This design comes from an exercise in tuning for small area, a short achievable clock period and few clock cycles on the open sky130 flow, not from production work. The RTL was checked by simulation tests, not by an equivalence proof against the original design.

### design/flow/run.sh
#!/bin/bash
# synth_recipe.tcl (not shown) runs the flow's synth.tcl, then flattens the netlist and writes it again
# the make line also repeats each setting of config.mk as NAME=value (left out here)
make -C /OpenROAD-flow-scripts/flow DESIGN_CONFIG=/design/flow/config.mk WORK_HOME=/design/flow/orfs CLKGATE_MAP_FILE= SYNTH_SCRIPT=/design/flow/synth_recipe.tcl finish
### design/flow/config.mk
export PLATFORM = sky130hd
export DESIGN_NAME = conv_feeder
export DESIGN_NICKNAME = conv_feeder
export VERILOG_FILES = /design/flow/design.v
export SDC_FILE = /design/flow/constraint.sdc
export NUM_CORES = 4
export LEC_CHECK = 0
export CAP_MARGIN = 20
export CORE_MARGIN = 2
export CORE_UTILIZATION = 40
export SLEW_MARGIN = 20
### design/flow/constraint.sdc
create_clock -name core_clock -period 6.0 [get_ports {clk}]
set_input_delay 1.2000 -clock core_clock [delete_from_list [all_inputs] [get_ports {clk}]]
set_output_delay 1.2000 -clock core_clock [all_outputs]
set_load 0.01 [all_outputs]
### design/flow/design.v
package buffer_pkg;
	typedef logic [8-1:0] lane_t;
	typedef logic [4*8-1:0] word_t;
	typedef logic [$clog2(4*32)-1:0] buf_addr_t;
endpackage
package window_pkg;
	typedef logic [$clog2(32+1)-1:0] dim_t;
	typedef enum logic {
		STRIDE_1 = 1'b0,
		STRIDE_2 = 1'b1
	} stride_e;
	typedef enum logic [1:0] {
		WR_IDLE  = 2'd0,
		WR_FILL  = 2'd1,
		WR_DRAIN = 2'd2  
	} wr_state_e;
	typedef enum logic [1:0] {
		RD_IDLE = 2'd0,
		RD_WAIT = 2'd1,  
		RD_SCAN = 2'd2
	} rd_state_e;
endpackage
`timescale 1ns/1ps
module conv_feeder (
	input  logic        clk,
	input  logic        rst,
	input  logic        i_start,
	input  logic [5:0]  i_cols,
	input  logic [5:0]  i_rows,
	input  logic        i_stride,
	input  logic        i_valid,
	input  logic [31:0] i_data,
	output logic        o_full,
	output logic        o_valid,
	output logic [31:0] o_lane_data,
	output logic        o_done
);
	logic       busy;
	logic [5:0] g_cols;
	logic [5:0] g_rows;
	logic       g_s2;
	logic [4:0] g_ocm1;  
	logic [4:0] g_orm1;  
	logic [5:0] a_row;
	logic [5:0] a_col;
	logic       acc_all;   
	logic       acc_all2;  
	logic        in_v;
	logic [31:0] in_d;
	logic [5:0]  p_row;
	logic [5:0]  p_col;
	logic [4:0] tau;
	logic [4:0] e_y;
	logic [4:0] e_x;
	logic [1:0] e_r;  
	logic [1:0] e_c;  
	logic       e_done;
	logic [31:0] bw [3];
	logic [1:0]  b_cnt;
	logic [5:0]  b_col;  
	logic m_wr_en;  
	logic [31:0] ring_a [32];
	logic [31:0] ring_b [32];
	logic idle;
	logic start;
	assign idle = !busy || (e_done && acc_all2);
	assign start = idle && i_start;
	logic [5:0] sx;    
	logic [5:0] col;   
	logic [4:0] d;     
	assign sx = g_s2 ? {e_x, 1'b0} : {1'b0, e_x};
	assign col = sx + {4'd0, e_c};
	assign d = col[4:0] - tau;
	logic last_x, last_y;
	assign last_x = (e_x == g_ocm1);
	assign last_y = (e_y == g_orm1);
	logic t_is_b;  
	assign t_is_b = !g_s2 && e_y[0];
	logic fill_done;
	assign fill_done = (p_row >= 6'd2);
	logic bw_ok;
	assign bw_ok = (b_cnt == 2'd3) && (b_col == sx);
	logic emit;
	always_comb begin
		emit = 1'b0;
		if (busy && !e_done) begin
			case (e_r)
				2'd0: emit = fill_done && (d[2:0] == 3'd3);
				2'd1: emit = bw_ok && (d[2:0] == 3'd0);
				default: emit = bw_ok;
			endcase
		end
	end
	logic win_end;
	assign win_end = emit && (e_r == 2'd2) && (e_c == 2'd2);
	logic bw_wr;
	assign bw_wr = emit && (e_r == 2'd1) &&
		(last_x || (e_c == 2'd0) || (g_s2 && (e_c == 2'd1)));
	logic [5:0] p_dw;  
	logic       p_al;
	assign p_dw = {1'b0, p_col[4:0] - tau};
	assign p_al = (p_dw[2:0] == 3'd0);
	logic [5:0] max_row2;  
	logic [5:0] max_col2;  
	assign max_row2 = {g_orm1, 1'b0} + 6'd2;
	assign max_col2 = {g_ocm1, 1'b0} + 6'd2;
	logic r_fill, r_bot, r_mrow;
	always_comb begin
		r_fill = (p_row < 6'd2);
		r_bot = 1'b0;
		r_mrow = 1'b0;
		if (!r_fill) begin
			if (!g_s2) begin
				r_bot = 1'b1;
			end else if (!p_row[0]) begin
				r_bot = (p_row <= max_row2) && (p_col <= max_col2);
			end else begin
				r_mrow = (p_row < max_row2);
			end
		end
	end
	logic drop_ok;
	assign drop_ok = (b_cnt != 2'd3) || (b_col < sx);
	logic bw_in;    
	logic in_wr;    
	logic consume;
	always_comb begin
		bw_in = 1'b0;
		in_wr = 1'b0;
		consume = 1'b0;
		if (in_v) begin
			if (r_fill) begin
				in_wr = p_al;
				consume = p_al;
			end else if (r_bot) begin
				bw_in = drop_ok;
				consume = drop_ok;
			end else if (r_mrow) begin
				in_wr = p_al && m_wr_en;
				consume = in_wr;
			end else begin
				consume = 1'b1;  
			end
		end
	end
	assign o_full = in_v && !consume;
	logic accept;
	assign accept = i_valid && !o_full && busy && !acc_all;
	logic last_acc;
	assign last_acc = (a_row == g_rows - 6'd1) && (a_col == g_cols - 6'd1);
	logic        w_en;
	logic        w_b;
	logic [1:0]  w_idx;
	logic [31:0] w_data;
	always_comb begin
		if (in_wr) begin
			w_en = 1'b1;
			w_b = (p_row != 6'd0);
			w_idx = p_dw[4:3];
			w_data = in_d;
		end else begin
			w_en = bw_wr;
			w_b = t_is_b;
			w_idx = d[4:3];
			w_data = bw[e_c];
		end
	end
	logic [31:0] rd;
	always_comb begin
		case (e_r)
			2'd0: rd = t_is_b ? ring_b[{d[4:3], 3'd3}] : ring_a[{d[4:3], 3'd3}];
			2'd1: rd = t_is_b ? ring_a[{d[4:3], 3'd0}] : ring_b[{d[4:3], 3'd0}];
			default: rd = bw[e_c];
		endcase
	end
	always_ff @(posedge clk) begin
		for (int k = 0; k < 32; k++) begin
			if ((k % 8) == 7 && w_en && !w_b && w_idx == 2'(((k + 1) / 8) % 4))
				ring_a[k] <= w_data;
			else
				ring_a[k] <= ring_a[(k + 1) % 32];
			if ((k % 8) == 7 && w_en && w_b && w_idx == 2'(((k + 1) / 8) % 4))
				ring_b[k] <= w_data;
			else
				ring_b[k] <= ring_b[(k + 1) % 32];
		end
	end
	always_ff @(posedge clk) begin
		if (rst) begin
			busy <= 1'b0;
			in_v <= 1'b0;
			e_done <= 1'b0;
			acc_all <= 1'b0;
			acc_all2 <= 1'b0;
			tau <= '0;
			m_wr_en <= 1'b0;
			b_cnt <= '0;
		end else begin
			tau <= tau + 5'd1;
			acc_all2 <= acc_all;
			if (start) begin
				busy <= 1'b1;
				g_cols <= i_cols;
				g_rows <= i_rows;
				g_s2 <= i_stride;
				g_ocm1 <= i_stride ? 5'((i_cols - 6'd3) >> 1) : 5'(i_cols - 6'd3);
				g_orm1 <= i_stride ? 5'((i_rows - 6'd3) >> 1) : 5'(i_rows - 6'd3);
				a_row <= '0;
				a_col <= '0;
				acc_all <= 1'b0;
				acc_all2 <= 1'b0;
				in_v <= 1'b0;
				p_row <= '0;
				p_col <= '0;
				tau <= 5'd31;  
				e_y <= '0;
				e_x <= '0;
				e_r <= '0;
				e_c <= '0;
				e_done <= 1'b0;
				b_cnt <= '0;
				b_col <= '0;
				m_wr_en <= 1'b0;
			end else begin
				if (accept) begin
					if (last_acc)
						acc_all <= 1'b1;
					if (a_col == g_cols - 6'd1) begin
						a_col <= '0;
						a_row <= a_row + 6'd1;
					end else begin
						a_col <= a_col + 6'd1;
					end
				end
				if (consume) begin
					if (p_col == g_cols - 6'd1) begin
						p_col <= '0;
						p_row <= p_row + 6'd1;
					end else begin
						p_col <= p_col + 6'd1;
					end
				end
				if (accept)
					in_v <= 1'b1;
				else if (consume)
					in_v <= 1'b0;
				if (emit && last_x && e_r == 2'd1 && e_c == 2'd2)
					m_wr_en <= 1'b1;
				else if (in_wr && r_mrow && p_col == g_cols - 6'd1)
					m_wr_en <= 1'b0;
				if (win_end && last_x) begin
					b_cnt <= '0;
					b_col <= '0;
				end else if (bw_in) begin
					if (b_cnt != 2'd3)
						b_cnt <= b_cnt + 2'd1;
					else
						b_col <= b_col + 6'd1;
				end
				if (emit) begin
					if (e_c != 2'd2) begin
						e_c <= e_c + 2'd1;
					end else begin
						e_c <= '0;
						if (e_r != 2'd2) begin
							e_r <= e_r + 2'd1;
						end else begin
							e_r <= '0;
							if (!last_x) begin
								e_x <= e_x + 5'd1;
							end else begin
								e_x <= '0;
								if (last_y)
									e_done <= 1'b1;
								else
									e_y <= e_y + 5'd1;
							end
						end
					end
				end
			end
		end
	end
	always_ff @(posedge clk) begin
		if (accept)
			in_d <= i_data;
		if (bw_in) begin
			bw[0] <= bw[1];
			bw[1] <= bw[2];
			bw[2] <= in_d;
		end
	end
	logic [31:0] out_q;
	logic        out_v;
	logic        out_last;
	logic [7:0]  l1_q;
	logic [7:0]  l2_q [2];
	logic [7:0]  l3_q [3];
	always_ff @(posedge clk) begin
		if (rst) begin
			out_v <= 1'b0;
			out_last <= 1'b0;
		end else begin
			out_v <= emit;
			out_last <= win_end && last_x && last_y;
		end
	end
	always_ff @(posedge clk) begin
		out_q <= rd;
		l1_q <= out_q[15:8];
		l2_q[0] <= out_q[23:16];
		l2_q[1] <= l2_q[0];
		l3_q[0] <= out_q[31:24];
		l3_q[1] <= l3_q[0];
		l3_q[2] <= l3_q[1];
	end
	assign o_valid = out_v;
	assign o_done = out_last;
	assign o_lane_data = {l3_q[2], l2_q[1], l1_q, out_q[7:0]};
endmodule
==> results.sh <==
export IMPL_die_y_um=393
export IMPL_post_cts_setup_buffers=0
export IMPL_final_hold_viol_count=0
export IMPL_drive_gt1_share_pct=15.0
export IMPL_period_share_pct=84.5
export IMPL_areaGrowthSynthToFinish_pct=17.2
export IMPL_gr_total_overflow=0
export IMPL_wl_mm=126
export IMPL_synth_top_area_share_pct=70.9
export IMPL_drcViolationCount=0
export IMPL_seqCellArea_sq_um=48800
export IMPL_ios=84
export IMPL_tns_ps=0
export IMPL_die_area_sq_um=154000
export IMPL_synth_flop_cell="dfxtp_1"
export IMPL_grtUsageTotal_pct=16.4
export IMPL_synth_nets=4087
export IMPL_routed_via_density=4.60
export IMPL_rsz0062_at_grt="false"
export IMPL_cts_clk_slew_worst_paths_ps=60
export IMPL_hold_buffers=0
export IMPL_num_rows=142
export IMPL_io_buffers=83
export IMPL_slew_headroom_pct=26.9
export IMPL_synth_seq_cells=2338
export IMPL_synth_avg_cell_area_sq_um=15.2
export IMPL_yosys_warnings=6
export IMPL_htree_levels=4
export IMPL_core_area_sq_um=150000
export IMPL_peakVddDrop_mv=0.333
export IMPL_p_leak_nw=27.6
export IMPL_syn_area_sq_um=60500
export IMPL_dp_hpwl_mm=77.1
export IMPL_clock_fmax_mhz=197
export IMPL_drtIter0Drc=1672
export IMPL_layout_commonest_cell="dfxtp_1"
export IMPL_mostFrequentLayoutCells="dfxtp_1 (2143), nand2_1 (263), clkbuf_16 (224), mux2_2 (217), edfxtp_1 (195)"
export IMPL_maxCapViolCount=0
export IMPL_drt_pass1_iterations=5
export IMPL_num_nets_final=4300
export IMPL_finalSetupViolations=0
export IMPL_synth_edf_count=195
export IMPL_cp_start_kind="register"
export IMPL_root_buffer="clkbuf_16"
export IMPL_path_class="register to output pin"
export IMPL_cts_tree="built"
export IMPL_clock_skew_ps=21.0
export IMPL_worstSetupEndpointType="output pin"
export IMPL_final_core_util_pct=47.3
export IMPL_netlist_top_cell_by_area="dfxtp_1"
export IMPL_multi_input_area_sq_um=11100
export IMPL_cts_resized=0
export IMPL_clock_sinks=2338
export IMPL_grt_pass1_wl_mm=187
export IMPL_die_w_um=393
export IMPL_ant_nets=0
export IMPL_wl_per_cell_um=19.8
export IMPL_rrSetupSlack_ps=1030
export IMPL_clk_path_buf_depth=3
export IMPL_gp_congestion=0.784
export IMPL_fillCellCount=12953
export IMPL_yosys_cell_types_count=80
export IMPL_ys_seq_area_share_pct=80.6
export IMPL_maxSlewViolCount=0
export IMPL_cp_max_fo=4
export IMPL_power_density_nw_per_um2=445
export IMPL_synthTopCellsByArea="dfxtp_1 (71%), edfxtp_1 (9.7%), mux2_2 (4.0%)"
export IMPL_insertion_delay_ps=820
export IMPL_synth_cells=3986
export IMPL_crit_arrival_ps=3870
export IMPL_worstPathRequired_ps=4800
export IMPL_vias=29407
export IMPL_cts_buffers_inserted=209
export IMPL_total_power_mw=31.5
export IMPL_worst_pin_slew_ps=1090
export IMPL_period_needed_ps=5070
export IMPL_hold_path_class="register to register"
export IMPL_antenna_found_initial=6
export IMPL_start_util_pct=40.3
export IMPL_ys_async_sr_fraction_pct=0
export IMPL_grt_max_degree=61
export IMPL_outcome="no timing/DRC/antenna violations"
export IMPL_grt_pass1_vias=29521
==> layout make-up <==
cell class | count | share of cell area (%)
clock inverters | 64 | 1.04
well taps | 2016 | 3.56
diodes | 1 | 0.00353
inverters | 40 | 0.212
flip-flops and latches | 2338 | 68.8
repair buffers | 140 | 1.86
clock buffers | 317 | 8.88
multi-input cells | 1470 | 15.6
==> registers in the layout (all words and copies together) (netlist names), 8 cells and up <==
signal  cells
bw         96
in_d       32
l1_q        8
l2_q       16
l3_q       24
out_q      32
ring_a   1024
ring_b   1024
==> cells by family after synthesis <==
family                     share of synthesized area [%]
muxes                                               7.17
buffers and inverters                               1.33
AOI/OAI and AO/OA                                   4.39
adders and majority gates                           1.10
xor gates and xnor gates                            1.28
and+or+nand+nor                                     4.11
DFF                                                 80.6
==> cells in the mapped netlist, drive strengths merged (23+ instances only) <==
master / count
xor2: 38
nor2: 109
o21ai: 100
edfxtp: 195
o22ai: 35
nand2: 265
dfxtp: 2143
xnor2: 48
mux2i: 65
mux2: 293
buf: 68
a21oi: 73
inv: 40
clkbuf: 70
nor3: 23
ha: 50
a22oi: 55
nand3: 88
==> worst max-delay path, cell delays in order (launching register included) <==
cell and delay (ps):
edfxtp_1 460, ha_1 220, nand3_1 90, xor2_1 160
ha_1 300, nand3_1 90, or3_1 380, a31oi_1 270
nand3_1 170, a21oi_1 320, clkdlybuf4s50_1 600
==> stage by stage <==
| step | area [sq um] | setup WS, ps | hold WS (ps) | std cells |
|---|---|---|---|---|
| 2_1_floorplan | 60500 | 1170 | 310 | 3986 |
| 3_3_place_gp | 63800 | 1010 | 310 | 6004 |
| 3_5_place_dp | 63800 | 987 | 312 | 6004 |
| 4_1_cts | 70900 | 843 | 305 | 6385 |
| 5_1_grt | 70900 | 689 | 314 | 6385 |
| 6_report | 70900 | 928 | 308 | 6386 |
==> final timing paths <==
check / from / to / cells after the start
worst max register to register: g_s2$_DFFE_PP_ / out_q[18]$_DFF_P_ / 13
worst max-delay path: g_ocm1[0]$_DFFE_PP_ / o_full / 10
worst min register to register: ring_b[13][16]$_DFF_P_ / ring_b[12][16]$_DFF_P_ / 0
worst min-delay path: ring_b[13][16]$_DFF_P_ / ring_b[12][16]$_DFF_P_ / 0
==> layer usage <==
layer	wire, um	GRT usage, %	vias to the layer above	share of wire [%]
li1	-	-	14050	-
met1	60300	22.8	14518	48
met2	57300	25.6	623	45
met3	5520	2.86	216	4.4
met4	3410	6.15	0	2.7
met5	0	0	-	0
==> report_power, final <==
| group | total (mW) | internal, mW | switching, mW |
|---|---|---|---|
| logic | 2.07 | 0.615 | 1.46 |
| clock network | 13.3 | 7.73 | 5.60 |
| registers | 16.1 | 16.0 | 0.139 |
Testbench counts, summed over its fixed seeds: cycles 116,186.

-- port drivers added, routing unchanged --
The flow's constraints put no driver on any port. The routed layout listed below was extracted and timed again, unchanged, in two steps. Step 1 (the two cells are an assumption about what drives the block):
set clk [get_ports {clk}]
set_driving_cell -lib_cell sky130_fd_sc_hd__clkbuf_16 $clk
set_driving_cell -lib_cell sky130_fd_sc_hd__buf_2 [delete_from_list [all_inputs] $clk]
Step 2 moves the port delays by t, midway between the first and last clock arrival at a register: inputs arrive t later, outputs are due t later. That takes back most of the time a late clock gives input paths. a / b / c = no drivers / after step 1 / after step 2; a / b = the first two.
t, ns: 0.893
slack for setup (ns): 0.928 / 0.849 / 1.033
clock arrival spread, ns: 0.025 / 0.025
pins driven straight from the clock port: 1
After both steps setup and hold are still met in this run. The setup slack of this run moves by -0.079 ns with the drivers and by +0.105 ns with both steps.
